Background: an optimization exercise with open tools, aiming at small area, a short achievable clock period and few clock cycles per item. Do not read the settings as production practice. In this exercise RTL edits were held to simulation tests only and were not proved equivalent to the original.

**design/flow/flow/run.sh**
```bash
#!/bin/bash
# Standard ORFS layout (the standard.sh), with these changes:
#  - synthesis is the standard flow's own script, but ABC maps with flow/abc.script (area-oriented);
#  - ports are buffered with the small sky130_fd_sc_hd__buf_1 instead of the default pick;
#  - timing repair aims for a slack margin that leaves TARGET_NS (flow/target.txt) of the
#    clock period, so the layout is sized for a shorter period than the constraint asks.
# Each step's full log is in orfs/logs/; the make output is in synth.log and layout.log here.
set -euo pipefail
here=$(pwd)
export FLOW_WORK=$here
export MY_ABC_SCRIPT=$here/flow/abc.script
target=$(cat flow/target.txt)
extra=()
if [[ "$target" != "none" ]]; then
  margin=$(python3 -c "print(round($FLOW_PERIOD_NS - $target, 3))")
  extra+=("SETUP_SLACK_MARGIN=$margin")
fi
bash standard.sh "SYNTH_SCRIPT=$here/flow/my_synth.tcl" synth > "$here/synth.log" 2>&1
bash standard.sh "BUFFER_PORTS_ARGS=-buffer_cell sky130_fd_sc_hd__buf_1" "${extra[@]}" finish > "$here/layout.log" 2>&1
```
**design/flow/flow/abc.script**
```
strash
map -a
```
**design/flow/flow/my_synth.tcl**
```tcl
# The standard synthesis script (synth_recipe.tcl, in the work folder), with one change:
# every ABC mapping call uses the script named by MY_ABC_SCRIPT instead of ORFS's.
proc abc {args} {
  set i [lsearch -exact $args -script]
  if {$i >= 0} { lset args [expr {$i + 1}] $::env(MY_ABC_SCRIPT) }
  yosys abc {*}$args
}
source $::env(FLOW_WORK)/synth_recipe.tcl
```
**design/flow/flow/target.txt**
```
5.4
```
**design/flow/standard.sh**
```bash
#!/bin/bash
# synth_recipe.tcl (not shown) runs the flow's synth.tcl, then flattens the netlist and writes it again
# the make line also repeats each setting of config.mk as NAME=value (left out here)
make -C /OpenROAD-flow-scripts/flow DESIGN_CONFIG=/design/flow/config.mk WORK_HOME=/design/flow/orfs CLKGATE_MAP_FILE= SYNTH_SCRIPT=/design/flow/synth_recipe.tcl "${@:-finish}"
```
**design/flow/config.mk**
```make
export PLATFORM = sky130hd
export DESIGN_NAME = aes_key_expand
export DESIGN_NICKNAME = aes_key_expand
export VERILOG_FILES = /design/flow/design.v
export SDC_FILE = /design/flow/constraint.sdc
export NUM_CORES = 4
export LEC_CHECK = 0
export CAP_MARGIN = 20
export CORE_MARGIN = 2
export CORE_UTILIZATION = 55
export CTS_BUF_LIST = sky130_fd_sc_hd__clkbuf_8
export CTS_CLUSTER_SIZE = 30
export SLEW_MARGIN = 20
export SYNTH_HIERARCHICAL = 1
export SYNTH_MINIMUM_KEEP_SIZE = 0
```
**design/flow/constraint.sdc**
```tcl
create_clock -name core_clock -period 22.0 [get_ports {clk}]
set_input_delay 4.4000 -clock core_clock [delete_from_list [all_inputs] [get_ports {clk}]]
set_output_delay 4.4000 -clock core_clock [all_outputs]
set_load 0.01 [all_outputs]
```
**design/flow/design.v**
```verilog
module aes_key_expand #(
  parameter int KEY_BITS = 256
) (
  input  logic                clk,
  input  logic                rst,
  input  logic                start,
  input  logic [KEY_BITS-1:0] key_in,
  output logic                busy,
  output logic [127:0]        rk_out,
  output logic [3:0]          rk_idx,
  output logic                rk_valid,
  input  logic                rk_ready,
  output logic                done
);
  logic [255:0] st;      
  logic [3:0]   idx;     
  logic         act;     
  logic         vld;     
  logic [31:0]  sw, p0, p1, p2, p3, rc;
  logic [127:0] nw;
  logic [7:0]   rcon;
  logic         adv;
  for (genvar b = 0; b < 4; b++) begin : g_sbox
    aes_ks_sbox u_sbox (.x(st[224+8*b +: 8]), .y(sw[8*b +: 8]));
  end
  aes_ks_mix u_mix (.sw(sw), .rot(!idx[0]), .p({p3, p2, p1, p0}), .nw(nw));
  assign busy     = vld;
  assign rk_valid = vld;
  assign rk_out   = st[127:0];
  assign rk_idx   = idx;
  always_comb begin
    rcon = 8'h01 << idx[3:1];
    rc = idx[0] ? 32'h0 : {24'h0, rcon};
    p0 = st[31:0] ^ rc;
    p1 = p0 ^ st[63:32];
    p2 = p1 ^ st[95:64];
    p3 = p2 ^ st[127:96];
    adv = rk_ready;
  end
  always_ff @(posedge clk) begin
    if (!act) st <= key_in;
    else if (adv) st <= {nw, st[255:128]};
  end
  always_ff @(posedge clk or posedge rst) begin
    if (rst) begin
      act <= 1'b0;
      vld <= 1'b0;
      idx <= 4'd0;
      done <= 1'b0;
    end else begin
      done <= 1'b0;
      if (!vld) vld <= start;
      else if (adv && idx == 4'd14) vld <= 1'b0;
      if (!act) begin
        idx <= 4'd0;
        if (start) act <= 1'b1;
      end else if (adv) begin
        idx <= idx + 4'd1;
        if (idx == 4'd14) begin
          act <= 1'b0;
          done <= 1'b1;
        end
      end
    end
  end
endmodule
module aes_ks_sbox (
  input  logic [7:0] x,
  output logic [7:0] y
);
  function automatic logic [7:0] sbox(input logic [7:0] x);
    logic u0, u1, u2, u3, u4, u5, u6, u7;
    logic t1, t2, t3, t4, t5, t6, t7, t8, t9, t10, t11, t12, t13, t14, t15, t16, t17, t18, t19;
    logic t20, t21, t22, t23, t24, t25, t26, t27;
    logic m1, m2, m3, m4, m5, m6, m7, m8, m9, m10, m11, m12, m13, m14, m15, m16, m17, m18, m19;
    logic m20, m21, m22, m23, m24, m25, m26, m27, m28, m29, m30, m31, m32, m33, m34, m35, m36;
    logic m37, m38, m39, m40, m41, m42, m43, m44, m45, m46, m47, m48, m49, m50, m51, m52, m53;
    logic m54, m55, m56, m57, m58, m59, m60, m61, m62, m63;
    logic l0, l1, l2, l3, l4, l5, l6, l7, l8, l9, l10, l11, l12, l13, l14, l15, l16, l17, l18;
    logic l19, l20, l21, l22, l23, l24, l25, l26, l27, l28, l29;
    u0 = x[7]; u1 = x[6]; u2 = x[5]; u3 = x[4]; u4 = x[3]; u5 = x[2]; u6 = x[1]; u7 = x[0];
    t1 = u0 ^ u3;   t2 = u0 ^ u5;   t3 = u0 ^ u6;   t4 = u3 ^ u5;   t5 = u4 ^ u6;
    t6 = t1 ^ t5;   t7 = u1 ^ u2;   t8 = u7 ^ t6;   t9 = u7 ^ t7;   t10 = t6 ^ t7;
    t11 = u1 ^ u5;  t12 = u2 ^ u5;  t13 = t3 ^ t4;  t14 = t6 ^ t11; t15 = t5 ^ t11;
    t16 = t5 ^ t12; t17 = t9 ^ t16; t18 = u3 ^ u7;  t19 = t7 ^ t18; t20 = t1 ^ t19;
    t21 = u6 ^ u7;  t22 = t7 ^ t21; t23 = t2 ^ t22; t24 = t2 ^ t10; t25 = t20 ^ t17;
    t26 = t3 ^ t16; t27 = t1 ^ t12;
    m1 = t13 & t6;  m2 = t23 & t8;  m3 = t14 ^ m1;  m4 = t19 & u7;  m5 = m4 ^ m1;
    m6 = t3 & t16;  m7 = t22 & t9;  m8 = t26 ^ m6;  m9 = t20 & t17; m10 = m9 ^ m6;
    m11 = t1 & t15; m12 = t4 & t27; m13 = m12 ^ m11; m14 = t2 & t10; m15 = m14 ^ m11;
    m16 = m3 ^ m2;  m17 = m5 ^ t24; m18 = m8 ^ m7;  m19 = m10 ^ m15; m20 = m16 ^ m13;
    m21 = m17 ^ m15; m22 = m18 ^ m13; m23 = m19 ^ t25; m24 = m22 ^ m23; m25 = m22 & m20;
    m26 = m21 ^ m25; m27 = m20 ^ m21; m28 = m23 ^ m25; m29 = m28 & m27; m30 = m26 & m24;
    m31 = m20 & m23; m32 = m27 & m31; m33 = m27 ^ m25; m34 = m21 & m22; m35 = m24 & m34;
    m36 = m24 ^ m25; m37 = m21 ^ m29; m38 = m32 ^ m33; m39 = m23 ^ m30; m40 = m35 ^ m36;
    m41 = m38 ^ m40; m42 = m37 ^ m39; m43 = m37 ^ m38; m44 = m39 ^ m40; m45 = m42 ^ m41;
    m46 = m44 & t6;  m47 = m40 & t8;  m48 = m39 & u7;  m49 = m43 & t16; m50 = m38 & t9;
    m51 = m37 & t17; m52 = m42 & t15; m53 = m45 & t27; m54 = m41 & t10; m55 = m44 & t13;
    m56 = m40 & t23; m57 = m39 & t19; m58 = m43 & t3;  m59 = m38 & t22; m60 = m37 & t20;
    m61 = m42 & t1;  m62 = m45 & t4;  m63 = m41 & t2;
    l0 = m61 ^ m62;  l1 = m50 ^ m56;  l2 = m46 ^ m48;  l3 = m47 ^ m55;  l4 = m54 ^ m58;
    l5 = m49 ^ m61;  l6 = m62 ^ l5;   l7 = m46 ^ l3;   l8 = m51 ^ m59;  l9 = m52 ^ m53;
    l10 = m53 ^ l4;  l11 = m60 ^ l2;  l12 = m48 ^ m51; l13 = m50 ^ l0;  l14 = m52 ^ m61;
    l15 = m55 ^ l1;  l16 = m56 ^ l0;  l17 = m57 ^ l1;  l18 = m58 ^ l8;  l19 = m63 ^ l4;
    l20 = l0 ^ l1;   l21 = l1 ^ l7;   l22 = l3 ^ l12;  l23 = l18 ^ l2;  l24 = l15 ^ l9;
    l25 = l6 ^ l10;  l26 = l7 ^ l9;   l27 = l8 ^ l10;  l28 = l11 ^ l14; l29 = l11 ^ l17;
    sbox[7] = l6 ^ l24;
    sbox[6] = ~(l16 ^ l26);
    sbox[5] = ~(l19 ^ l28);
    sbox[4] = l6 ^ l21;
    sbox[3] = l20 ^ l22;
    sbox[2] = l25 ^ l29;
    sbox[1] = ~(l13 ^ l27);
    sbox[0] = ~(l6 ^ l23);
  endfunction
  assign y = sbox(x);
endmodule
module aes_ks_mix (
  input  logic [31:0]  sw,
  input  logic         rot,
  input  logic [127:0] p,
  output logic [127:0] nw
);
  logic [31:0] t;
  assign t = rot ? {sw[7:0], sw[31:8]} : sw;
  assign nw = p ^ {4{t}};
endmodule
```
==> impl_metrics.tcl, run 1 <==
set metrics [dict create \
    status "timing/DRC/antenna clean" \
    cts_tree "built" \
    overflow 0 \
    drv_cap 0 \
    slew_viol_final 0 \
    fin_cells 3080 \
    post-route-min-period_ns 5.638 \
    clockBufferDepth 3 \
    synth_fa_ha_area_frac 0.006806 \
    synth_compound_area_frac 0.003675 \
    fill_cells 2627 \
    worst_slew_pin_slew_ns 0.9726 \
    core_area_um2 32700 \
    hold_depth 2 \
    fin_hold_ws_ns 0.5132 \
    slew_headroom 0.3506 \
    yosys-top-cells-count "nand2_1 (884), xor2_1 (432), edfxtp_1 (256)" \
    timing.rr.start "st[253]$_DFFE_PP_" \
    rsz0062_at_grt "yes" \
    fp.dieW_um 186.8 \
    slowest_delay_ns 0.46 \
    path_clk_slew_ns 0.06 \
    synth_top_family_by_area "XOR/XNOR gates" \
    place.detailed.hpwl_um 31850 \
    synthCells 2057 \
    start_util 0.5622 \
    cp.required_ns 17.60 \
    yosys.area.top_type_share 0.4182 \
    tns_ns 0 \
    worstSetupPathType "register to primary output" \
    portBuffers 394 \
    antennaDiodeCount 0 \
    grt_pass1_vias 14604 \
    ios 395 \
    ys_seq_area_frac 0.4277 \
    final_cell_area_um2 23450 \
    reg2reg_depth 22 \
    synthMuxAreaShare 0.01960 \
    cp_top_family "flip-flops" \
    cp_num_buf_inv 1 \
    yosysMostFrequentCell "nand2_1" \
    hold_end "st[90]$_DFFE_PP_" \
    synth_area_um2 18380 \
    synth-warning-count 8 \
    synth_edf_count 256 \
    synth.net_count 2327 \
    drtIter0Drc 737 \
    worstPathCellList "clkbuf_2" \
    r2r_slack_ns 16.80 \
    utilization 0.7172 \
    reg2reg_to "st[177]$_DFFE_PP_" \
    drive_above_1_share 0.2248 \
    end_kind "primary output" \
    fp.dieArea_um2 34900 \
    via_count 14966 \
    die_y_um 186.8 \
    finalCritPeriodShare 0.2563 \
    yosys.area_share.simple 0.2025 \
    area_growth_pct 27.57 \
    synth_xor_area_frac 0.2725 \
    critPathSlowestCell "edfxtp_1" \
    syn_area_per_cell_um2 8.937 \
    worstPathArrival_ns 1.24 \
    min_path_type "register to register" \
    cts_buffers 48 \
    placed_cells 2771 \
    wl_um 47800 \
    grt_usage 0.2576 \
    grt_pass1_wl_um 72570 \
    synth_seq_cells 263 \
    via_per_inst 4.859 \
    synth.area.top_cells "edfxtp_1 (42%), xor2_1 (21%), nand2_1 (18%)" \
    cts_sinks 263 \
    ys_types 15 \
    cp-start-kind "register" \
    dpl-instance-area_um2 19510 \
    grt_max_degree 92 \
    nets 2874 \
    ant_nets 0 \
    crit_fanout 2 \
    synth_top_area_cell "edfxtp_1" \
    place_congestion 0.8794 \
    async_flop_share 0.02662 \
    min_from "st[218]$_DFFE_PP_" \
    synth_top_flop_cell "edfxtp_1" \
    drtPass1Iterations 8 \
    row_count 66 \
    htreeDepth 2 \
    clock_skew_ns 0.02568 \
    root_buffer "clkbuf_8" \
    wl_per_cell_um 15.52 \
    antenna_found_initial 0 \
    fmax_mhz 177.4 \
    clk-insertion-delay-late_ns 0.62 \
    finalSetupViolations 0 \
    drc_errors 0 \
    cts_hold_buf 0 \
    crit_cells 1 \
    finalHoldViolations 0 \
]
modules after synthesis (local to each module, per instance):
| module | area [um^2] | flops+latches | copies in the design | cells inside |
|---|---|---|---|---|
| aes_key_expand | 12860 | 263 | 1 | 1309 |
| aes_ks_mix | 1481 | 0 | 1 | 160 |
| aes_ks_sbox | 1011 | 0 | 4 | 147 |
worst register-to-register path, stage by stage (launching register included):
cell	delay, ns
edfxtp_1	0.52
xor2_1	0.34
xor2_1	0.34
xor2_1	0.15
ha_1	0.23
xnor2_1	0.27
xnor2_2	0.17
xor2_2	0.27
buf_4	0.18
xor2_1	0.07
or2_2	0.30
nand2_1	0.16
xor2_1	0.22
clkinv_1	0.09
nor2_1	0.21
xnor2_1	0.25
xnor2_2	0.19
xor2_1	0.20
xor2_1	0.11
mux2_2	0.35
xor2_1	0.17
nand2_1	0.09
nand2_1	0.07
logic make-up after synthesis:
logic type      Yosys count
fa+ha+maj                10
mux                      32
flops                   263
compound gates           11
buf+inv                 200
simple gates            969
xor+xnor                572
metal layers:
layer	vias up	wire [um]	track usage	part of all wire
li1	7441	-	-	-
met1	6985	20020	0.3264	0.42
met2	446	23460	0.4378	0.49
met3	94	2771	0.04784	0.058
met4	0	1550	0.1004	0.032
met5	-	0	0	0
sequential cells by signal, summed over array words and instances (netlist names):
| name | count |
|---|---|
| vld | 1 |
| st | 256 |
| idx | 4 |
| done | 1 |
| act | 1 |
timing repair:
item                       4_1_cts  5_1_grt
resized for setup               74      237
setup buffers                  125       97
gates cloned                     3        0
pin swaps                        0       37
setup endpoints to repair      462      263
stage by stage:
step / setup slack, ns
2_1_floorplan: 12.55
3_3_place_gp: 14.62
3_5_place_dp: 14.56
4_1_cts: 16.35
5_1_grt: 16.34
6_report: 16.36
final cells by class:
cell class | count | area [um^2] | share of cell area
clock buffer | 55 | 757.0 | 0.03228
clock inverter | 29 | 146.4 | 0.006242
inverter | 71 | 274.0 | 0.01168
multi-input combinational | 1596 | 10360 | 0.4416
sequential | 263 | 7870 | 0.3356
tap | 442 | 553.0 | 0.02358
timing repair buffer | 624 | 3496 | 0.1491
layout by cell type, fill, tap and decap left out:
master	synthesis	final
nand2_1	884	877
xor2_1	432	371
buf_1	0	271
edfxtp_1	256	256
buf_4	129	226
xnor2_1	140	94
clkbuf_2	0	91
clkinv_1	71	76
clkbuf_8	0	55
xor2_2	0	52
xnor2_2	0	44
nor2_1	46	32
nand4_1	20	20
mux2_2	32	20
buf_2	0	20
inv_1	0	15
buf_6	0	13
mux2_4	0	12
or2_2	10	11
ha_1	10	10
nand3_1	9	9
xor2_4	0	9
nor2_2	0	8
nand2_2	0	7
o21ai_0	6	6
nor2_4	0	6
o31ai_1	5	5
clkinv_2	0	5
dfrtp_1	7	3
dfrtp_2	0	3
xnor2_4	0	2
inv_8	0	1
or2_4	0	1
inv_2	0	1
dfrtp_4	0	1
inv_6	0	1
bufinv_16	0	1
bufbuf_16	0	1
buf_12	0	1
buf_16	0	1
how the worst max path moves through the flow:
stage | to | startpoint
6_report | rk_out[119] | st[119]$_DFFE_PP_
5_1_grt | rk_out[119] | st[119]$_DFFE_PP_
3_3_place_gp | st[151]$_DFFE_PP_ | rk_ready
2_1_floorplan | st[0]$_DFFE_PP_ | act$_DFF_PP0_
4_1_cts | rk_out[119] | st[119]$_DFFE_PP_
3_5_place_dp | st[55]$_DFFE_PP_ | rk_ready
Testbench counts, summed over its fixed seeds: cycles 3,072, round keys 2,880.
==> run 2: changes to the inputs <==
==> design/flow/flow/target.txt (replaced) <==
5.7
--- a/design/flow/config.mk
+++ b/design/flow/config.mk
@@ -9,5 +9,3 @@
 export CORE_MARGIN = 2
-export CORE_UTILIZATION = 55
-export CTS_BUF_LIST = sky130_fd_sc_hd__clkbuf_8
-export CTS_CLUSTER_SIZE = 30
+export CORE_UTILIZATION = 60
 export SLEW_MARGIN = 20
==> run 2 against run 1 <==
Still clean on timing, DRC and antenna. Non-clock buffer count is 217 lower. Die area shrank 8.2%. Global-route usage decreased by 0.098 points. First-iteration DRC count up 18%. Via count is 6.9% lower. Register-to-register slack worse by 0.24 ns. Count of clock-buffer cells in the layout fell by 13. Sequential share of layout area is 4.1 points higher. Clock skew shrank 0.017 ns. Fmax is essentially flat. Synthesized cell count is the same. Critical path type is now primary input to register. Highest routed layer unchanged.
==> impl_metrics.tcl, run 2 <==
set metrics [dict create \
    status "timing/DRC/antenna clean" \
    synth.area.top_cells "edfxtp_1 (42%), xor2_1 (21%), nand2_1 (18%)" \
    fill_cells 2560 \
    hold_depth 1 \
    worstPathArrival_ns 5.85 \
    synth.net_count 2327 \
    slowest_delay_ns 0.34 \
    synth_compound_area_frac 0.003675 \
    path_clk_slew_ns 0.06 \
    cts_sinks 263 \
    yosys-top-cells-count "nand2_1 (884), xor2_1 (432), edfxtp_1 (256)" \
    synth_top_area_cell "edfxtp_1" \
    synthCells 2057 \
    tns_ns 0 \
    synth_edf_count 256 \
    via_per_inst 5.001 \
    drc_errors 0 \
    synth_fa_ha_area_frac 0.006806 \
    final_common_cell "nand2_1" \
    cp.required_ns 22.21 \
    yosysMostFrequentCell "nand2_1" \
    clk-insertion-delay-late_ns 0.56 \
    drv_cap 0 \
    row_count 64 \
    fmax_mhz 177.3 \
    use_met2 0.4412 \
    worstSetupPathType "primary input to register" \
    rsz0062_at_grt "yes" \
    reg2reg_depth 21 \
    nets 2639 \
    worstPathCellList "buf_1, or2_4, buf_12, buf_16" \
    min_path_type "register to register" \
    via_count 13932 \
    cts_tree "built" \
    grt_max_degree 170 \
    ff_latch_area_um2 7869 \
    ios 395 \
    busiest_layer "met2" \
    cts_hold_buf 0 \
    drtPass1Iterations 5 \
    slew_viol_final 0 \
    syn_area_per_cell_um2 8.937 \
    async_flop_share 0.02662 \
    wl_per_cell_um 15.40 \
    ys_seq_area_frac 0.4277 \
    yosys.area_share.simple 0.2025 \
    synthMuxAreaShare 0.01960 \
    synth-warning-count 8 \
    regMostFlops "st" \
    grt_usage 0.2566 \
    drtIter0Drc 870 \
    portBuffers 394 \
    multiInputGateArea_um2 9714 \
    post-route-min-period_ns 5.642 \
    critPathSlowestCell "buf_16" \
    wl_um 42920 \
    fp.dieArea_um2 32060 \
    clock_skew_ns 0.008579 \
    met3_usage 0.04304 \
    reg_top3 "st x256, idx x4" \
    yosys.area.top_type_share 0.4182 \
    ys_types 15 \
    cts_buffers 30 \
    final_cell_mix "nand2_1 (884), xor2_1 (407), buf_1 (394), edfxtp_1 (256), xnor2_1 (126)" \
    synth_xor_area_frac 0.2725 \
    end_kind "register" \
    r2r_slack_ns 16.56 \
    grt_pass1_wl_um 65690 \
    finalHoldViolations 0 \
    ant_nets 0 \
    finalSetupViolations 0 \
    place_congestion 0.8944 \
    root_buffer "clkbuf_16" \
    grt_pass1_vias 13350 \
    fp.dieW_um 179.0 \
    hold_end "vld$_DFF_PP0_" \
    reg2reg_to "st[197]$_DFFE_PP_" \
    synth_seq_cells 263 \
    place.detailed.hpwl_um 30540 \
    largest_reg_flops 256 \
    timing.rr.start "st[225]$_DFFE_PP_" \
    grt.met1_usage 0.3287 \
    synth_top_family_by_area "XOR/XNOR gates" \
    crit_fanout 75 \
    min_from "vld$_DFF_PP0_" \
    start_util 0.6057 \
    htreeDepth 1 \
    antenna_found_initial 1 \
    finalCritPeriodShare 0.2564 \
    slew_headroom 0.3652 \
    overflow 0 \
    synth_area_um2 18380 \
    die_y_um 179.0 \
    clockBufferDepth 3 \
    drive_above_1_share 0.06362 \
    synth_top_flop_cell "edfxtp_1" \
    cp-start-kind "primary input" \
    core_area_um2 30350 \
    area_growth_pct 13.61 \
    worst_slew_pin_slew_ns 0.9522 \
]
==> run 2: cell type report <==
| cell class | count | area share |
|---|---|---|
| Clock buffer | 42 | 0.04151 |
| Multi-Input combinational cell | 1596 | 0.4651 |
| Clock inverter | 10 | 0.002456 |
| Inverter | 71 | 0.01312 |
| Tap cell | 396 | 0.02372 |
| Sequential cell | 263 | 0.3767 |
| Timing Repair Buffer | 407 | 0.07722 |
| Antenna cell | 1 | 0.0001198 |
==> run 2: per-module statistics from Yosys (local to each module, per instance) <==
module / flip-flops and latches / times used
aes_key_expand: 263 / 1
aes_ks_sbox: 0 / 4
aes_ks_mix: 0 / 1
==> run 2: repair_timing <==
action | CTS | global route
pin swaps | 0 | 2
setup endpoints to repair | 312 | 180
cloned | 2 | 0
setup buffers | 0 | 7
endpoints found under the hold margin | 0 | 0
resized for setup | 16 | 53
==> run 2: layer usage <==
layer | vias to the layer above | wire (um) | share of wire
met1 | 6472 | 18060 | 0.42
met5 | - | 0 | 0
met2 | 404 | 20920 | 0.49
met3 | 63 | 2618 | 0.061
met4 | 0 | 1323 | 0.031
li1 | 6993 | - | -
==> run 2: how the worst max path moves through the flow <==
stage                            start           endpoint  cells past startpoint
floorplan                act$_DFF_PP0_    st[0]$_DFFE_PP_                      2
global placement              rk_ready  st[220]$_DFFE_PP_                      4
detailed placement            rk_ready  st[215]$_DFFE_PP_                      4
CTS                 idx[1]$_DFFE_PP0P_          rk_idx[1]                      1
global route         st[233]$_DFFE_PP_  st[137]$_DFFE_PP_                     21
finish                        rk_ready   st[17]$_DFFE_PP_                      4
==> run 2: per-stage QoR <==
| step | cell area [um^2] | std cells | util | hold WS [ns] | setup slack, ns |
|---|---|---|---|---|---|
| finish | 20890 | 2786 | 0.6882 | 0.5044 | 16.36 |
| global placement | 19450 | 2724 | 0.6408 | 0.4835 | 14.75 |
| global route | 20890 | 2786 | 0.6882 | 0.5189 | 16.28 |
| detailed placement | 19450 | 2724 | 0.6408 | 0.4996 | 14.74 |
| floorplan | 18390 | 2057 | - | 0.4943 | 12.55 |
| CTS | 20480 | 2778 | 0.6747 | 0.5076 | 16.30 |
==> run 2: logic make-up after synthesis <==
logic type                 count (synthesis)
and+or+nand+nor                          969
xor gates and xnor gates                 572
DFF                                      263
buffers and inverters                    200
muxes                                     32
AOI/OAI and AO/OA                         11
adders and majority gates                 10
==> run 2: worst max-delay path: cells and delay by family <==
kind	cells	cell delay [ns]
buf+inv	3	0.96
simple gates	1	0.33
==> run 3: changes to the inputs <==
--- a/design/flow/config.mk
+++ b/design/flow/config.mk
@@ -9,3 +9,3 @@
 export CORE_MARGIN = 2
-export CORE_UTILIZATION = 60
+export CORE_UTILIZATION = 40
 export SLEW_MARGIN = 20
==> run 3 against run 2 <==
Setup slack gained 0.015 ns. Non-clock buffer count grew 1. Sequential share of layout area shrank 0.77 points. Synthesized cell count is the same. Flip-flop and latch count is the same. Routed wire length grew 11%. Still clean. Register-to-register slack gained 0.04 ns. Utilization shrank 22 points. Design area grew 2.1%. Critical path type is now register to primary output. Critical endpoint is now rk_idx[3]. Critical path depth shrank 3. First-iteration DRC count grew 5.9%. Worst hold slack gained 0.0092 ns.
==> impl_metrics.tcl, run 3 <==
set metrics [dict create \
    overflow 0 \
    drc_errors 0 \
    root_buffer "clkbuf_16" \
    rsz0062_at_grt "no" \
    htreeDepth 2 \
    worstPathCellList "buf_1" \
    drv_cap 0 \
    slew_viol_final 0 \
    reg2reg_depth 22 \
    fin_cells 2994 \
    synthCells 2057 \
    ant_nets 0 \
    multiInputGateArea_um2 9828 \
    grt_pass1_wl_um 73480 \
    slowest_delay_ns 0.50 \
    worstSetupPathType "register to primary output" \
    wl_per_cell_um 15.94 \
    placed_cells 2929 \
    worstPathArrival_ns 1.23 \
    yosysMostFrequentCell "nand2_1" \
    fmax_mhz 177.7 \
    drive_above_1_share 0.07018 \
    drtIter0Drc 921 \
    critPathSlowestCell "dfrtp_1" \
    final_common_cell "nand2_1" \
    final_cell_mix "nand2_1 (884), xor2_1 (400), buf_1 (394), edfxtp_1 (256), xnor2_1 (118)" \
    ios 395 \
    end_kind "primary output" \
    via_per_inst 4.670 \
    syn_area_per_cell_um2 8.937 \
    cp-start-kind "register" \
    timing.rr.start "st[253]$_DFFE_PP_" \
    cts_tree "built" \
    cp_num_buf_inv 1 \
    cp.required_ns 17.60 \
    crit_cells 1 \
    reg2reg_to "st[215]$_DFFE_PP_" \
    cts_buffers 34 \
    worst_slew_pin_slew_ns 0.9970 \
    cts_sinks 263 \
    grt_usage 0.1948 \
    synth.net_count 2327 \
    post-route-min-period_ns 5.626 \
    via_count 13982 \
    crit_end "rk_idx[3]" \
    finalHoldViolations 0 \
    synth_top_flop_cell "edfxtp_1" \
    synth_top_area_cell "edfxtp_1" \
    ys_types 15 \
    portBuffers 394 \
    slew_headroom 0.3353 \
    drtPass1Iterations 7 \
    critPathLaunch "idx[3]$_DFFE_PP0P_" \
    r2r_slack_ns 16.60 \
    synth-warning-count 8 \
    place.detailed.hpwl_um 34400 \
    fp.dieArea_um2 47690 \
    synth_seq_cells 263 \
    grt_pass1_vias 14105 \
    crit_fanout 8 \
    clockBufferDepth 3 \
    yosys-top-cells-count "nand2_1 (884), xor2_1 (432), edfxtp_1 (256)" \
    place_congestion 0.8464 \
    reg_top3 "st x256, idx x4" \
    tns_ns 0 \
    async_flop_share 0.02662 \
    synth_edf_count 256 \
    fill_cells 4554 \
    cts_hold_buf 0 \
    largest_reg_flops 256 \
    nets 2643 \
    yosys.area.top_type_share 0.4182 \
    finalCritPeriodShare 0.2557 \
    wl_um 47710 \
    regMostFlops "st" \
    clock_skew_ns 0.02105 \
    fp.dieW_um 218.4 \
    grt_max_degree 99 \
    path_clk_slew_ns 0.05 \
    clk-insertion-delay-late_ns 0.54 \
    area_growth_pct 15.99 \
    synth.area.top_cells "edfxtp_1 (42%), xor2_1 (21%), nand2_1 (18%)" \
    row_count 78 \
    finalSetupViolations 0 \
    antenna_found_initial 3 \
    cp_top_family "flip-flops" \
    antennaDiodeCount 0 \
    ff_latch_area_um2 7869 \
    die_y_um 218.4 \
    ys_seq_area_frac 0.4277 \
    core_area_um2 45380 \
    status "timing/DRC/antenna clean" \
    min_path_type "register to register" \
    start_util 0.4051 \
    synth_area_um2 18380 \
]
## run 3: cell families (layout without fill, tap and decap cells)
logic type	count (synthesis)	after routing	synth area share
AND/OR/NAND/NOR	969	970	0.2025
adder cells (fa/ha/maj)	10	10	0.006806
AO/OA/AOI/OAI	11	11	0.003676
multiplexers	32	32	0.01960
flip-flops	263	263	0.4277
XOR/XNOR	572	572	0.2725
buffers and inverters	200	536	0.06718
## run 3: through the flow
step           instance area [um^2]  hold slack, ns  worst slack [ns]    util
2_1_floorplan                 18390          0.4943             12.55       -
3_3_place_gp                  19720          0.4846             15.56  0.4346
6_report                      21320          0.5136             16.37  0.4699
4_1_cts                       20800          0.5138             16.24  0.4584
5_1_grt                       21320          0.5341             16.26  0.4699
3_5_place_dp                  19720          0.5013             15.46  0.4346
## run 3: metal layers
metal	vias up	track usage	wire length, um	share of wire
met2	393	0.3290	23190	0.49
met5	-	0	41	0.00086
met3	73	0.03438	2666	0.056
met1	6524	0.2513	20500	0.43
li1	6986	-	-	-
met4	6	0.06576	1305	0.027
## run 3: area by class of cell
type | count | area share
timing repair buffer | 408 | 0.07675
tap | 600 | 0.03521
clock buffer | 45 | 0.04184
inverter | 71 | 0.01285
multi-input combinational | 1595 | 0.4609
sequential | 263 | 0.3690
clock inverter | 12 | 0.003462
## run 3: worst min path at each step
stage | start | to | slack, ns | cells past startpoint
finish | vld$_DFF_PP0_ | vld$_DFF_PP0_ | 0.51 | 1
global route | st[133]$_DFFE_PP_ | st[5]$_DFFE_PP_ | 0.53 | 2
CTS | st[164]$_DFFE_PP_ | st[36]$_DFFE_PP_ | 0.51 | 2
detailed placement | st[164]$_DFFE_PP_ | st[36]$_DFFE_PP_ | 0.50 | 2
global placement | vld$_DFF_PP0_ | vld$_DFF_PP0_ | 0.48 | 1
floorplan | st[128]$_DFFE_PP_ | st[0]$_DFFE_PP_ | 0.49 | 2
## run 3: timing repair
item | 4_1_cts | 5_1_grt
pin swaps | 0 | 5
gates resized for setup | 11 | 71
hold endpoints to repair | 0 | 0
buffers inserted | 0 | 6
cloned | 1 | 1
setup endpoints to repair | 328 | 277
## run 3: per-module statistics from Yosys, one instance, submodules excluded
| module | cells inside | cell area, um^2 | times used | flops+latches |
|---|---|---|---|---|
| aes_key_expand | 1309 | 12860 | 1 | 263 |
| aes_ks_sbox | 147 | 1011 | 4 | 0 |
| aes_ks_mix | 160 | 1481 | 1 | 0 |
==> run 4: changes to the inputs <==
--- a/design/flow/flow/run.sh
+++ b/design/flow/flow/run.sh
@@ -4,2 +4,3 @@
 #  - ports are buffered with the small sky130_fd_sc_hd__buf_1 instead of the default pick;
+#  - clock tree synthesis uses clkbuf_4 buffers and inserts no dummy loads;
 #  - timing repair aims for a slack margin that leaves TARGET_NS (flow/target.txt) of the
@@ -18,2 +19,2 @@
 bash standard.sh "SYNTH_SCRIPT=$here/flow/my_synth.tcl" synth > "$here/synth.log" 2>&1
-bash standard.sh "BUFFER_PORTS_ARGS=-buffer_cell sky130_fd_sc_hd__buf_1" "${extra[@]}" finish > "$here/layout.log" 2>&1
+bash standard.sh "CTS_ARGS=-sink_clustering_enable -repair_clock_nets -dont_use_dummy_load -buf_list sky130_fd_sc_hd__clkbuf_4" "BUFFER_PORTS_ARGS=-buffer_cell sky130_fd_sc_hd__buf_1" "${extra[@]}" finish > "$here/layout.log" 2>&1
==> run 4 against run 3 <==
First-iteration DRC count down 8.3%. Die area did not move. Setup slack got worse by 0.18 ns. Flip-flop and latch count unchanged. Global-route usage rose by 0.53 points. Non-clock buffer count rose by 175. Final cell count increased by 6.7%. Design area is 5.4% higher. Count of clock-buffer cells in the layout grew 34. Routed wire length is 2.1% higher. Critical path type unchanged.
==> impl_metrics.tcl, run 4 <==
set metrics [dict create \
    final_common_cell "nand2_1" \
    htreeDepth 3 \
    drc_errors 0 \
    drive_above_1_share 0.1923 \
    start_util 0.4051 \
    grt_pass1_wl_um 75260 \
    cp_num_buf_inv 1 \
    cts_sinks 263 \
    path_clk_slew_ns 0.06 \
    finalHoldViolations 0 \
    ys_types 15 \
    hold_depth 2 \
    worst_slew_pin_slew_ns 1.057 \
    synth-warning-count 8 \
    tns_ns 0 \
    end_kind "primary output" \
    grt_max_degree 150 \
    synth_edf_count 256 \
    async_flop_share 0.02662 \
    yosys-top-cells-count "nand2_1 (884), xor2_1 (432), edfxtp_1 (256)" \
    cts_hold_buf 0 \
    rsz0062_at_grt "yes" \
    yosys.area.top_type_share 0.4182 \
    slowest_delay_ns 0.46 \
    cp-start-kind "register" \
    place_congestion 0.8464 \
    worstPathArrival_ns 1.41 \
    final_cell_area_um2 22480 \
    slew_viol_final 0 \
    grt_usage 0.2001 \
    place.detailed.hpwl_um 34400 \
    syn_area_per_cell_um2 8.937 \
    yosysMostFrequentCell "nand2_1" \
    worstSetupPathType "register to primary output" \
    row_count 78 \
    min_path_type "register to register" \
    dpl-instance-area_um2 19720 \
    clock_skew_ns 0.09258 \
    drv_cap 0 \
    clockBufferDepth 3 \
    synth_seq_cells 263 \
    die_y_um 218.4 \
    grt.met1_usage 0.2488 \
    root_buffer "clkbuf_4" \
    wl_per_cell_um 15.25 \
    core_area_um2 45380 \
    slew_headroom 0.2954 \
    synth.area.top_cells "edfxtp_1 (42%), xor2_1 (21%), nand2_1 (18%)" \
    portBuffers 394 \
    finalSetupViolations 0 \
    drtIter0Drc 845 \
    cts_tree "built" \
    synth_top_area_cell "edfxtp_1" \
    cp_top_family "flip-flops" \
    grt_pass1_vias 15031 \
    worstPathCellList "clkbuf_2" \
    ant_nets 0 \
    via_count 14864 \
    busiest_layer "met2" \
    fmax_mhz 172.1 \
    use_met2 0.3345 \
    wl_um 48730 \
    area_growth_pct 22.30 \
    nets 2862 \
    crit_fanout 3 \
    fp.dieArea_um2 47690 \
    post-route-min-period_ns 5.809 \
    overflow 0 \
    synth_top_flop_cell "edfxtp_1" \
    clk-insertion-delay-late_ns 0.80 \
    crit_cells 1 \
    largest_reg_flops 256 \
    fp.dieW_um 218.4 \
    reg_top3 "st x256, idx x4" \
    cp.required_ns 17.60 \
    antenna_found_initial 6 \
    cts_buffers 79 \
    synth.net_count 2327 \
    regMostFlops "st" \
    final_cell_mix "nand2_1 (884), xor2_1 (400), buf_1 (274), edfxtp_1 (256), buf_4 (187)" \
    finalCritPeriodShare 0.2640 \
    ios 395 \
    synthCells 2057 \
    via_per_inst 4.651 \
    status "timing/DRC/antenna clean" \
    synth_area_um2 18380 \
    ys_seq_area_frac 0.4277 \
    met3_usage 0.04774 \
    drtPass1Iterations 5 \
    critPathSlowestCell "edfxtp_1" \
    reg2reg_depth 21 \
]
run 4: cell count changes in the layout (fill, tap and decap cells not counted), moves of 4 or more:
cell,previous run,this run
buf_6,0,13
clkbuf_2,0,93
buf_1,394,274
clkinv_1,73,69
clkbuf_16,34,0
clkbuf_1,11,0
buf_2,0,15
diode_2,0,6
clkbuf_4,0,79
buf_4,11,187
clkinv_2,5,0
run 4: path summary, 6_finish.rpt:
kind                       slack [ns]              start                end
max                             16.19   st[28]$_DFFE_PP_         rk_out[28]
min in group asynchronous        3.50                rst     done$_DFF_PP0_
max in group asynchronous       18.27                rst      act$_DFF_PP0_
min reg2reg                      0.49  st[168]$_DFFE_PP_   st[40]$_DFFE_PP_
max reg2reg                     16.58  st[225]$_DFFE_PP_  st[230]$_DFFE_PP_
min                              0.49  st[168]$_DFFE_PP_   st[40]$_DFFE_PP_
run 4: routing by layer:
metal,wire length [um],share of wire,vias up
met5,40,0.00082,-
met4,1308,0.027,6
met3,2836,0.058,89
met2,23950,0.49,408
met1,20590,0.42,6934
li1,-,-,7427
run 4: area by class of cell:
type / instances / area (um^2)
well taps: 600 / 750.7
multi-input cells: 1594 / 9842
diodes: 6 / 15.01
clock buffers: 79 / 593.1
fillers: 4503 / 22900
inverters: 71 / 274.0
repair buffers: 583 / 3139
flip-flops and latches: 263 / 7870
run 4: cells by family (layout without fill, tap and decap cells):
group | Yosys count | after routing | synth area share
and+or+nand+nor | 969 | 969 | 0.2025
xor gates and xnor gates | 572 | 572 | 0.2725
DFF | 263 | 263 | 0.4277
buffers and inverters | 200 | 733 | 0.06718
muxes | 32 | 32 | 0.01960
AOI/OAI and AO/OA | 11 | 11 | 0.003676
adders and majority gates | 10 | 10 | 0.006806
other | 0 | 6 | 0
run 4: Yosys stat by module (local to each module, per instance):
module | cell area (um^2) | flip-flops and latches | copies in the design
aes_key_expand | 12860 | 263 | 1
aes_ks_mix | 1481 | 0 | 1
aes_ks_sbox | 1011 | 0 | 4
run 4: what timing repair did:
action / in CTS / in global routing
setup buffers: 118 / 64
setup endpoints to repair: 251 / 339
gates resized for setup: 41 / 179
pin swaps: 0 / 8
run 4: through the flow:
stage	util	hold slack [ns]	setup slack [ns]	cells
2_1_floorplan	-	0.4943	12.55	2057
3_3_place_gp	0.4346	0.4846	15.56	2929
3_5_place_dp	0.4346	0.5013	15.46	2929
4_1_cts	0.4701	0.4779	16.03	3126
5_1_grt	0.4955	0.5017	16.03	3196
6_report	0.4955	0.4854	16.19	3196
==> run 5: changes to the inputs <==
--- a/design/flow/flow/run.sh
+++ b/design/flow/flow/run.sh
@@ -4,3 +4,3 @@
 #  - ports are buffered with the small sky130_fd_sc_hd__buf_1 instead of the default pick;
-#  - clock tree synthesis uses clkbuf_4 buffers and inserts no dummy loads;
+#  - clock tree synthesis inserts no dummy loads;
 #  - timing repair aims for a slack margin that leaves TARGET_NS (flow/target.txt) of the
@@ -19,2 +19,2 @@
 bash standard.sh "SYNTH_SCRIPT=$here/flow/my_synth.tcl" synth > "$here/synth.log" 2>&1
-bash standard.sh "CTS_ARGS=-sink_clustering_enable -repair_clock_nets -dont_use_dummy_load -buf_list sky130_fd_sc_hd__clkbuf_4" "BUFFER_PORTS_ARGS=-buffer_cell sky130_fd_sc_hd__buf_1" "${extra[@]}" finish > "$here/layout.log" 2>&1
+bash standard.sh "CTS_ARGS=-sink_clustering_enable -repair_clock_nets -dont_use_dummy_load" "BUFFER_PORTS_ARGS=-buffer_cell sky130_fd_sc_hd__buf_1" "${extra[@]}" finish > "$here/layout.log" 2>&1
--- a/design/flow/config.mk
+++ b/design/flow/config.mk
@@ -10,2 +10,3 @@
 export CORE_UTILIZATION = 40
+export CTS_BUF_LIST = sky130_fd_sc_hd__clkbuf_4
 export SLEW_MARGIN = 20
==> run 5 against run 4 <==
Synthesized cell count unchanged. Non-clock buffer count down 168. Die area unchanged. Fmax up 3.4%. Setup slack better by 0.19 ns. Worst hold slack better by 0.023 ns. Critical path depth unchanged.
==> impl_metrics.tcl, run 5 <==
set metrics [dict create \
    status "timing/DRC/antenna clean" \
    final_cell_area_um2 21300 \
    placed_cells 2929 \
    core_area_um2 45380 \
    grt_pass1_wl_um 73280 \
    drtPass1Iterations 6 \
    final_common_cell "nand2_1" \
    synth.net_count 2327 \
    synth_edf_count 256 \
    cp_top_family "flip-flops" \
    slowest_delay_ns 0.51 \
    dp_slack_ns 15.46 \
    antenna_found_initial 3 \
    root_buffer "clkbuf_16" \
    synth_top_flop_cell "edfxtp_1" \
    min_path_type "register to register" \
    async_flop_share 0.02662 \
    grt_max_degree 99 \
    critPathSlowestCell "dfrtp_1" \
    fin_ws_ns 16.38 \
    yosys.area.top_type_share 0.4182 \
    path_clk_slew_ns 0.06 \
    fin_cells 2978 \
    wl_um 47710 \
    cts_hold_buf 0 \
    worstSetupPathType "register to primary output" \
    start_util 0.4051 \
    fill_cells 4541 \
    cts_sinks 263 \
    via_per_inst 4.701 \
    clk-insertion-delay-late_ns 0.55 \
    post-route-min-period_ns 5.618 \
    antennaDiodeCount 0 \
    syn_area_per_cell_um2 8.937 \
    fp.dieArea_um2 47690 \
    area_growth_pct 15.84 \
    place.detailed.hpwl_um 34400 \
    wl_per_cell_um 16.02 \
    fp.dieW_um 218.4 \
    drtIter0Drc 911 \
    finalCritPeriodShare 0.2554 \
    ys_seq_area_frac 0.4277 \
    fmax_mhz 178.0 \
    synth_top_area_cell "edfxtp_1" \
    end_kind "primary output" \
    overflow 0 \
    place_congestion 0.8464 \
    ys_types 15 \
    finalSetupViolations 0 \
    cp-start-kind "register" \
    dpl-instance-area_um2 19720 \
    final_cell_mix "nand2_1 (884), xor2_1 (400), buf_1 (394), edfxtp_1 (256), xnor2_1 (119)" \
    drive_above_1_share 0.06897 \
    grt_pass1_vias 14055 \
    largest_reg_flops 256 \
    finalHoldViolations 0 \
    tns_ns 0 \
    drv_cap 0 \
    slew_headroom 0.3379 \
    clockBufferDepth 3 \
    worstPathArrival_ns 1.22 \
    nets 2650 \
    rsz0062_at_grt "yes" \
    regMostFlops "st" \
    yosys-top-cells-count "nand2_1 (884), xor2_1 (432), edfxtp_1 (256)" \
    min_from "st[212]$_DFFE_PP_" \
    via_count 13999 \
    row_count 78 \
    ant_nets 0 \
    synth.area.top_cells "edfxtp_1 (42%), xor2_1 (21%), nand2_1 (18%)" \
    synthCells 2057 \
    ios 395 \
    grt_usage 0.1945 \
    reg_top3 "st x256, idx x4" \
    portBuffers 394 \
    timing.rr.start "st[233]$_DFFE_PP_" \
    drc_errors 0 \
    die_y_um 218.4 \
    yosysMostFrequentCell "nand2_1" \
    cp_num_buf_inv 1 \
    cts_buffers 34 \
    critPathLaunch "idx[1]$_DFFE_PP0P_" \
    worstPathCellList "buf_1" \
    synth_seq_cells 263 \
    cp.required_ns 17.60 \
    worst_slew_pin_slew_ns 0.9932 \
    slew_viol_final 0 \
    synth-warning-count 8 \
    crit_fanout 9 \
    synth_area_um2 18380 \
    cts_tree "built" \
    htreeDepth 2 \
    clock_skew_ns 0.05138 \
]
run 5: cell families after synthesis:
group	Yosys count	share of synthesized area
buffers and inverters	200	0.06718
AO/OA/AOI/OAI	11	0.003676
AND/OR/NAND/NOR	969	0.2025
XOR/XNOR	572	0.2725
flip-flops	263	0.4277
adder cells (fa/ha/maj)	10	0.006806
multiplexers	32	0.01960
run 5: layer usage:
layer	up-vias	global-route usage	wire length, um
li1	6976	-	-
met1	6556	0.2520	20650
met2	392	0.3287	23150
met3	69	0.03382	2654
met4	6	0.06349	1219
met5	-	0	41
run 5: layout make-up:
cell class                      count  area (um^2)  area share
Multi-Input combinational cell   1595         9863      0.4632
Sequential cell                   263         7868      0.3694
Timing Repair Buffer              415         1689     0.07932
Clock buffer                       34        850.8     0.03995
Tap cell                          600        750.7     0.03525
Inverter                           71        274.0     0.01287
run 5: final timing paths:
kind | cells past startpoint | slack, ns | to
max | 1 | 16.38 | rk_idx[1]
min | 2 | 0.51 | st[84]$_DFFE_PP_
max reg2reg | 21 | 16.59 | st[228]$_DFFE_PP_
min reg2reg | 2 | 0.51 | st[84]$_DFFE_PP_
max in group asynchronous | 2 | 18.03 | act$_DFF_PP0_
min in group asynchronous | 2 | 3.75 | idx[1]$_DFFE_PP0P_
run 5: what timing repair did:
item,in CTS,in global routing
pin swaps,0,7
setup endpoints to repair,337,278
hold endpoints to repair,0,0
cloned,1,1
buffers inserted,0,13
resized for setup,12,71
run 5: Yosys stat by module, one instance, submodules excluded:
module | cells | area, um^2 | flops+latches
aes_ks_sbox | 147 | 1011 | 0
aes_ks_mix | 160 | 1481 | 0
aes_key_expand | 1309 | 12860 | 263
run 5: per-stage QoR:
stage | hold slack, ns | utilization
after floorplan | 0.4943 | -
after global placement | 0.4846 | 0.4346
after detailed placement | 0.5013 | 0.4346
after CTS | 0.5137 | 0.4559
after global routing | 0.5302 | 0.4693
final | 0.5087 | 0.4693
==> run 6: changes to the inputs <==
--- a/design/flow/config.mk
+++ b/design/flow/config.mk
@@ -10,3 +10,2 @@
 export CORE_UTILIZATION = 40
-export CTS_BUF_LIST = sky130_fd_sc_hd__clkbuf_4
 export SLEW_MARGIN = 20
==> run 6 against run 5 <==
Still clean on timing, DRC and antenna. Area after synthesis unchanged. Final cell count unchanged. Count of clock-buffer cells in the layout unchanged. Synthesized cell count unchanged. Largest cell class unchanged.
==> impl_metrics.tcl, run 6 <==
set metrics [dict create \
    place.detailed.hpwl_um 34400 \
    async_flop_share 0.02662 \
    drc_errors 0 \
    path_clk_slew_ns 0.06 \
    tns_ns 0 \
    status "timing/DRC/antenna clean" \
    fmax_mhz 178.0 \
    antenna_found_initial 3 \
    synth-warning-count 8 \
    fin_hold_ws_ns 0.5087 \
    slowest_delay_ns 0.51 \
    drv_cap 0 \
    min_path_type "register to register" \
    worstPathCellList "buf_1" \
    yosysMostFrequentCell "nand2_1" \
    fp.dieArea_um2 47690 \
    overflow 0 \
    root_buffer "clkbuf_16" \
    via_per_inst 4.701 \
    drive_above_1_share 0.06897 \
    multiInputGateArea_um2 9863 \
    synth.net_count 2327 \
    wl_um 47710 \
    wl_per_cell_um 16.02 \
    cts_buffers 34 \
    fin_ws_ns 16.38 \
    via_count 13999 \
    final_common_cell "nand2_1" \
    worstSetupPathType "register to primary output" \
    largest_reg_flops 256 \
    cp_num_buf_inv 1 \
    drtIter0Drc 911 \
    die_y_um 218.4 \
    final_cell_mix "nand2_1 (884), xor2_1 (400), buf_1 (394), edfxtp_1 (256), xnor2_1 (119)" \
    synth_top_flop_cell "edfxtp_1" \
    regMostFlops "st" \
    utilization 0.4693 \
    clk-insertion-delay-late_ns 0.55 \
    slew_headroom 0.3379 \
    worst_slew_pin_slew_ns 0.9932 \
    synth_seq_cells 263 \
    synth_area_um2 18380 \
    post-route-min-period_ns 5.618 \
    portBuffers 394 \
    cp.required_ns 17.60 \
    finalCritPeriodShare 0.2554 \
    ys_seq_area_frac 0.4277 \
    cts_sinks 263 \
    syn_area_per_cell_um2 8.937 \
    ant_nets 0 \
    fill_cells 4541 \
    critPathSlowestCell "dfrtp_1" \
    row_count 78 \
    synthCells 2057 \
    finalHoldViolations 0 \
    ff_latch_area_um2 7868 \
    grt_max_degree 99 \
    grt_usage 0.1945 \
    drtPass1Iterations 6 \
    cp_top_family "flip-flops" \
    clockBufferDepth 3 \
    htreeDepth 2 \
    ys_types 15 \
    slew_viol_final 0 \
    clock_skew_ns 0.05138 \
    rsz0062_at_grt "yes" \
    nets 2650 \
    cts_tree "built" \
    ios 395 \
    antennaDiodeCount 0 \
    crit_fanout 9 \
    start_util 0.4051 \
    cp-start-kind "register" \
    end_kind "primary output" \
    area_growth_pct 15.84 \
    worstPathArrival_ns 1.22 \
    yosys-top-cells-count "nand2_1 (884), xor2_1 (432), edfxtp_1 (256)" \
    reg_top3 "st x256, idx x4" \
    synth_edf_count 256 \
    finalSetupViolations 0 \
    core_area_um2 45380 \
    synth_top_area_cell "edfxtp_1" \
    grt_pass1_wl_um 73280 \
    synth.area.top_cells "edfxtp_1 (42%), xor2_1 (21%), nand2_1 (18%)" \
    grt_pass1_vias 14055 \
    place_congestion 0.8464 \
    yosys.area.top_type_share 0.4182 \
    dp_slack_ns 15.46 \
    fp.dieW_um 218.4 \
]
[run 6: cell counts after synthesis]
Identical to the previous run, type by type.
[run 6: per-stage QoR]
stage	std cells	cell area, um^2
finish	2978	21300
global route	2978	21300
CTS	2964	20690
detailed placement	2929	19720
global placement	2929	19720
floorplan	2057	18390
[run 6: worst paths after layout]
path	start	end	slack, ns	depth (start not counted)
min in group asynchronous	rst	idx[1]$_DFFE_PP0P_	3.75	2
worst min register to register	st[212]$_DFFE_PP_	st[84]$_DFFE_PP_	0.51	2
max in group asynchronous	rst	act$_DFF_PP0_	18.03	2
worst max register to register	st[233]$_DFFE_PP_	st[228]$_DFFE_PP_	16.59	21
worst min-delay path	st[212]$_DFFE_PP_	st[84]$_DFFE_PP_	0.51	2
worst max-delay path	idx[1]$_DFFE_PP0P_	rk_idx[1]	16.38	1
[run 6: logic make-up after synthesis]
logic type      after synthesis  share of synthesized area
simple gates                969                     0.2025
xor+xnor                    572                     0.2725
flops                       263                     0.4277
buf+inv                     200                    0.06718
mux                          32                    0.01960
compound gates               11                   0.003676
fa+ha+maj                    10                   0.006806
[run 6: final cells by class]
cell class | count | share of cell area
tap | 600 | 0.03525
sequential | 263 | 0.3694
multi-input combinational | 1595 | 0.4632
clock buffer | 34 | 0.03995
timing repair buffer | 415 | 0.07932
inverter | 71 | 0.01287
[run 6: modules after synthesis, one instance, submodules excluded]
| module | times used | flip-flops and latches |
|---|---|---|
| aes_key_expand | 1 | 263 |
| aes_ks_mix | 1 | 0 |
| aes_ks_sbox | 4 | 0 |
[run 6: per-layer routing]
metal | wire length (um) | track usage | vias up | part of all wire
met2 | 23150 | 0.3287 | 392 | 0.49
li1 | - | - | 6976 | -
met3 | 2654 | 0.03382 | 69 | 0.056
met1 | 20650 | 0.2520 | 6556 | 0.43
met5 | 41 | 0 | - | 0.00086
met4 | 1219 | 0.06349 | 6 | 0.026
[run 6: timing repair]
action	4_1_cts	5_1_grt
setup buffers	0	13
resized for setup	12	71
endpoints found under the setup margin	337	278
cloned	1	1
hold endpoints to repair	0	0
hold buffers	0	0
pin swaps	0	7
==> run 7: changes to the inputs <==
--- a/design/flow/config.mk
+++ b/design/flow/config.mk
@@ -9,3 +9,3 @@
 export CORE_MARGIN = 2
-export CORE_UTILIZATION = 40
+export CORE_UTILIZATION = 60
 export SLEW_MARGIN = 20
==> run 7 against run 6 <==
Via count is 0.69% lower. Routed wire length is 9.6% lower. Worst hold slack worse by 0.0041 ns. Utilization is 21 points higher.
==> impl_metrics.tcl, run 7 <==
set metrics [dict create \
    drv_cap 0 \
    drc_errors 0 \
    cts_sinks 263 \
    post-route-min-period_ns 5.634 \
    fmax_mhz 177.5 \
    final_cell_mix "nand2_1 (884), xor2_1 (408), buf_1 (394), edfxtp_1 (256), xnor2_1 (126)" \
    cp.required_ns 17.60 \
    finalSetupViolations 0 \
    yosys.area.top_type_share 0.4182 \
    start_util 0.6057 \
    fp.dieArea_um2 32060 \
    final_common_cell "nand2_1" \
    status "timing/DRC/antenna clean" \
    drive_above_1_share 0.05910 \
    placed_cells 2724 \
    core_area_um2 30350 \
    fin_cells 2766 \
    fp.dieW_um 179.0 \
    path_clk_slew_ns 0.06 \
    worst_slew_pin_slew_ns 0.9677 \
    dp_slack_ns 14.74 \
    syn_area_per_cell_um2 8.937 \
    ant_nets 0 \
    synth-warning-count 8 \
    cts_buffers 30 \
    nets 2641 \
    htreeDepth 1 \
    overflow 0 \
    synth.net_count 2327 \
    cts_tree "built" \
    worstSetupPathType "register to primary output" \
    grt_usage 0.2569 \
    crit_fanout 9 \
    cp-start-kind "register" \
    fin_ws_ns 16.37 \
    slew_viol_final 0 \
    async_flop_share 0.02662 \
    grt_max_degree 170 \
    slowest_delay_ns 0.51 \
    wl_um 43110 \
    ys_seq_area_frac 0.4277 \
    finalCritPeriodShare 0.2561 \
    end_kind "primary output" \
    synth_top_flop_cell "edfxtp_1" \
    drtPass1Iterations 5 \
    synth_edf_count 256 \
    dpl-instance-area_um2 19450 \
    rsz0062_at_grt "no" \
    synth_area_um2 18380 \
    reg_top3 "st x256, idx x4" \
    fill_cells 2589 \
    critPathSlowestCell "dfrtp_1" \
    wl_per_cell_um 15.58 \
    synthCells 2057 \
    synth.area.top_cells "edfxtp_1 (42%), xor2_1 (21%), nand2_1 (18%)" \
    ios 395 \
    synth_seq_cells 263 \
    clockBufferDepth 3 \
    final_cell_area_um2 20740 \
    row_count 64 \
    grt_pass1_wl_um 65630 \
    worstPathCellList "buf_1" \
    yosys-top-cells-count "nand2_1 (884), xor2_1 (432), edfxtp_1 (256)" \
    place.detailed.hpwl_um 30540 \
    grt_pass1_vias 13336 \
    cp_num_buf_inv 1 \
    area_growth_pct 12.83 \
    clock_skew_ns 0.02923 \
    synth_top_area_cell "edfxtp_1" \
    antenna_found_initial 1 \
    root_buffer "clkbuf_16" \
    portBuffers 394 \
    regMostFlops "st" \
    r2r_slack_ns 16.55 \
    largest_reg_flops 256 \
    tns_ns 0 \
    drtIter0Drc 931 \
    via_count 13903 \
    ys_types 15 \
    via_per_inst 5.026 \
    yosysMostFrequentCell "nand2_1" \
    min_path_type "register to register" \
    die_y_um 179.0 \
    worstPathArrival_ns 1.23 \
    place_congestion 0.8944 \
    finalHoldViolations 0 \
    slew_headroom 0.3549 \
    cp_top_family "flip-flops" \
    clk-insertion-delay-late_ns 0.56 \
]
==> run 7: cell count changes in the layout (fill, tap and decap cells not counted), moves of 3 or more <==
cell       before  now
xor2_1        400  408
buf_4          18   11
xnor2_1       119  126
clkbuf_16      34   31
xor2_2         24   18
xnor2_2        18   13
==> run 7: final timing paths <==
| check | from | to | cells after the start |
|---|---|---|---|
| max reg2reg | st[225]$_DFFE_PP_ | st[197]$_DFFE_PP_ | 21 |
| max in group asynchronous | rst | idx[2]$_DFFE_PP0P_ | 2 |
| min reg2reg | vld$_DFF_PP0_ | vld$_DFF_PP0_ | 1 |
| max | idx[1]$_DFFE_PP0P_ | rk_idx[1] | 1 |
| min | vld$_DFF_PP0_ | vld$_DFF_PP0_ | 1 |
| min in group asynchronous | rst | vld$_DFF_PP0_ | 2 |
==> run 7: repair_timing <==
action,in CTS,in global routing
buffers inserted,0,8
gates cloned,2,1
pin swaps,0,3
endpoints found under the setup margin,313,191
hold buffers,0,0
gates resized for setup,14,53
==> run 7: layout make-up <==
class	instances	area (um^2)	area share
diodes	1	2.502	0.0001206
clock buffers	30	750.7	0.03619
well taps	396	495.5	0.02389
flip-flops and latches	263	7868	0.3793
multi-input cells	1596	9707	0.4680
inverters	71	274.0	0.01321
repair buffers	409	1645	0.07932
==> run 7: logic make-up (layout without fill, tap and decap cells) <==
kind of cell / Yosys count / in the layout / synth area share
AO/OA/AOI/OAI: 11 / 11 / 0.003676
adder cells (fa/ha/maj): 10 / 10 / 0.006806
flip-flops: 263 / 263 / 0.4277
buffers and inverters: 200 / 510 / 0.06718
multiplexers: 32 / 32 / 0.01960
XOR/XNOR: 572 / 572 / 0.2725
AND/OR/NAND/NOR: 969 / 971 / 0.2025
other: 0 / 1 / 0
==> run 7: worst reg2reg max path: cells and delay by family, from the launching register on <==
kind            cells  cell delay (ns)
flops               1             0.52
mux                 1             0.31
simple gates        4             0.52
fa+ha+maj           1             0.24
xor+xnor           14             3.65
compound gates      1             0.09
==> run 7: layer usage <==
metal  share of wire  track usage  vias up
met5               0            0        -
met4           0.031      0.08333        0
met3           0.063      0.04453       67
met2            0.49       0.4396      407
met1            0.42       0.3305     6455
li1                -            -     6974
==> run 7: stage by stage <==
stage | hold slack [ns] | util
2_1_floorplan | 0.4943 | -
3_3_place_gp | 0.4835 | 0.6408
3_5_place_dp | 0.4996 | 0.6408
4_1_cts | 0.5075 | 0.6687
5_1_grt | 0.5155 | 0.6835
6_report | 0.5046 | 0.6835
==> run 7: per-module statistics from Yosys, one instance, submodules excluded <==
module,flip-flops and latches,cells inside
aes_key_expand,263,1309
aes_ks_mix,0,160
aes_ks_sbox,0,147
==> run 8: changes to the inputs <==
==> design/flow/flow/target.txt (replaced) <==
5.6
==> run 8 against run 7 <==
Routed wire length rose by 1.2%. Clock skew rose by 0.0060 ns. Global-route usage rose by 0.21 points. Flip-flop and latch count did not move. Sequential share of layout area fell by 0.66 points. Via count rose by 1.1%. Non-clock buffer count rose by 17. Worst hold slack barely moved. Synthesized cell count did not move. Design area rose by 1.8%. Area after synthesis did not move.
==> impl_metrics.tcl, run 8 <==
set metrics [dict create \
    critPathSlowestCell "bufbuf_16" \
    grt_max_degree 170 \
    core_area_um2 30350 \
    fin_ws_ns 16.39 \
    nets 2658 \
    min_path_type "register to register" \
    htreeDepth 1 \
    regMostFlops "st" \
    finalCritPeriodShare 0.2551 \
    hold_depth 1 \
    area_growth_pct 14.85 \
    cp_top_family "buffers and inverters" \
    worst_slew_pin_slew_ns 0.9729 \
    ys_seq_area_frac 0.4277 \
    dp_slack_ns 14.74 \
    worstSetupPathType "primary input to register" \
    drive_above_1_share 0.07879 \
    cts_hold_buf 0 \
    post-route-min-period_ns 5.612 \
    end_kind "register" \
    synth_top_area_cell "edfxtp_1" \
    root_buffer "clkbuf_16" \
    synthCells 2057 \
    async_flop_share 0.02662 \
    grt_usage 0.2589 \
    via_count 14060 \
    yosys-top-cells-count "nand2_1 (884), xor2_1 (432), edfxtp_1 (256)" \
    ios 395 \
    reg_top3 "st x256, idx x4" \
    cts_sinks 263 \
    synth_top_flop_cell "edfxtp_1" \
    antenna_found_initial 1 \
    final_common_cell "nand2_1" \
    grt_pass1_wl_um 66100 \
    slew_headroom 0.3514 \
    synth-warning-count 8 \
    place.detailed.hpwl_um 30540 \
    synth_edf_count 256 \
    portBuffers 394 \
    yosys.area.top_type_share 0.4182 \
    finalHoldViolations 0 \
    row_count 64 \
    worstPathArrival_ns 5.86 \
    drtPass1Iterations 5 \
    yosysMostFrequentCell "nand2_1" \
    drtIter0Drc 964 \
    synth.net_count 2327 \
    cp.required_ns 22.24 \
    drv_cap 0 \
    wl_per_cell_um 15.68 \
    wl_um 43640 \
    fmax_mhz 178.2 \
    cts_buffers 30 \
    grt_pass1_vias 13441 \
    largest_reg_flops 256 \
    utilization 0.6957 \
    start_util 0.6057 \
    slowest_delay_ns 0.44 \
    cp_num_buf_inv 3 \
    path_clk_slew_ns 0.06 \
    cts_tree "built" \
    drc_errors 0 \
    clock_skew_ns 0.03522 \
    tns_ns 0 \
    ys_types 15 \
    reg2reg_depth 22 \
    status "timing/DRC/antenna clean" \
    overflow 0 \
    synth.area.top_cells "edfxtp_1 (42%), xor2_1 (21%), nand2_1 (18%)" \
    crit_cells 4 \
    slew_viol_final 0 \
    finalSetupViolations 0 \
    synth_area_um2 18380 \
    syn_area_per_cell_um2 8.937 \
    rsz0062_at_grt "yes" \
    clockBufferDepth 3 \
    ant_nets 0 \
    crit_fanout 60 \
    place_congestion 0.8944 \
    clk-insertion-delay-late_ns 0.56 \
    via_per_inst 5.052 \
    die_y_um 179.0 \
    synth_seq_cells 263 \
    cp-start-kind "primary input" \
    fp.dieArea_um2 32060 \
    worstPathCellList "buf_1, or2_4, buf_16, bufbuf_16" \
    fp.dieW_um 179.0 \
    final_cell_mix "nand2_1 (882), xor2_1 (394), buf_1 (392), edfxtp_1 (256), xnor2_1 (117)" \
]
==> run 8: cell counts after synthesis <==
Identical to the previous run, type by type.
==> run 8: layout make-up <==
type | count | area (um^2)
sequential | 263 | 7870
tap | 396 | 495.5
clock buffer | 30 | 750.7
inverter | 71 | 274.0
timing repair buffer | 426 | 1793
antenna | 1 | 2.502
multi-input combinational | 1596 | 9928
fill | 2514 | 9235
==> run 8: modules after synthesis (local to each module, per instance) <==
module | copies in the design | cell area, um^2 | flip-flops and latches
aes_key_expand | 1 | 12860 | 263
aes_ks_mix | 1 | 1481 | 0
aes_ks_sbox | 4 | 1011 | 0
==> run 8: cell families (layout without fill, tap and decap cells) <==
kind of cell,count (synthesis),after routing,share of synthesized area
buffers and inverters,200,527,0.06718
XOR/XNOR,572,572,0.2725
AO/OA/AOI/OAI,11,11,0.003676
AND/OR/NAND/NOR,969,971,0.2025
multiplexers,32,32,0.01960
adder cells (fa/ha/maj),10,10,0.006806
other,0,1,0
flip-flops,263,263,0.4277
==> run 8: per-stage QoR <==
step,instance area [um^2],hold slack (ns),std cells
floorplan,18390,0.4943,2057
global placement,19450,0.4835,2724
detailed placement,19450,0.4996,2724
CTS,20430,0.5075,2761
global route,21110,0.5155,2783
finish,21110,0.5043,2783
==> run 8: final timing paths <==
| path | slack, ns | from | end |
|---|---|---|---|
| worst max-delay path | 16.39 | rk_ready | st[176]$_DFFE_PP_ |
| worst min-delay path | 0.50 | vld$_DFF_PP0_ | vld$_DFF_PP0_ |
| worst max register to register | 16.60 | st[229]$_DFFE_PP_ | st[197]$_DFFE_PP_ |
| worst min register to register | 0.50 | vld$_DFF_PP0_ | vld$_DFF_PP0_ |
| max in group asynchronous | 18.09 | rst | act$_DFF_PP0_ |
| min in group asynchronous | 3.73 | rst | vld$_DFF_PP0_ |
==> run 8: layer usage <==
layer / wire, um / up-vias / GRT usage
met5: 0 / - / 0
met4: 1297 / 0 / 0.08333
met3: 2729 / 65 / 0.04347
met2: 21430 / 418 / 0.4447
met1: 18180 / 6566 / 0.3331
li1: - / 7011 / -
==> run 8: what timing repair did <==
action,in CTS,in global routing
pin swaps,0,11
setup endpoints to repair,348,224
gates resized for setup,28,76
setup buffers,4,21
gates cloned,3,0

==> what the ideal ports hide <==
The results above use ideal ports. As a check the final layouts listed here were re-extracted and re-timed, cells and wires unchanged.
Step 1 (the two cells are an assumption about what drives the block):
set clk [get_ports {clk}]
set_driving_cell -lib_cell sky130_fd_sc_hd__clkbuf_16 $clk
set_driving_cell -lib_cell sky130_fd_sc_hd__buf_2 [delete_from_list [all_inputs] $clk]
Step 2 moves the port delays by t, midway between the first and last clock arrival at a register: inputs arrive t later, outputs are due t later. That takes back most of the time a late clock gives input paths.
Three values: ideal, step 1, step 2; two values: the first two.
run	shift t [ns]	setup WS [ns]	worst hold slack (ns)	worst register clock-pin slew, ns
run 1	0.653	16.362 / 16.314 / 15.992	0.513 / 0.513 / 0.513	0.07 / 0.07
run 2	0.606	16.358 / 16.313 / 15.776	0.504 / 0.504 / 0.504	0.06 / 0.06
run 3	0.589	16.374 / 16.317 / 15.931	0.514 / 0.514 / 0.514	0.06 / 0.06
run 4	0.804	16.191 / 16.136 / 15.542	0.485 / 0.485 / 0.485	0.07 / 0.07
run 5	0.578	16.382 / 16.325 / 15.917	0.509 / 0.509 / 0.509	0.06 / 0.06
run 6	0.578	16.382 / 16.325 / 15.917	0.509 / 0.509 / 0.509	0.06 / 0.06
run 7	0.594	16.366 / 16.314 / 15.881	0.505 / 0.505 / 0.505	0.06 / 0.06
run 8	0.591	16.388 / 16.375 / 15.821	0.504 / 0.504 / 0.504	0.06 / 0.06
After both steps setup and hold are still met in every run listed. For run 4, which loses most, drivers alone change the setup slack by -0.055 ns; drivers and shift together by -0.649 ns.
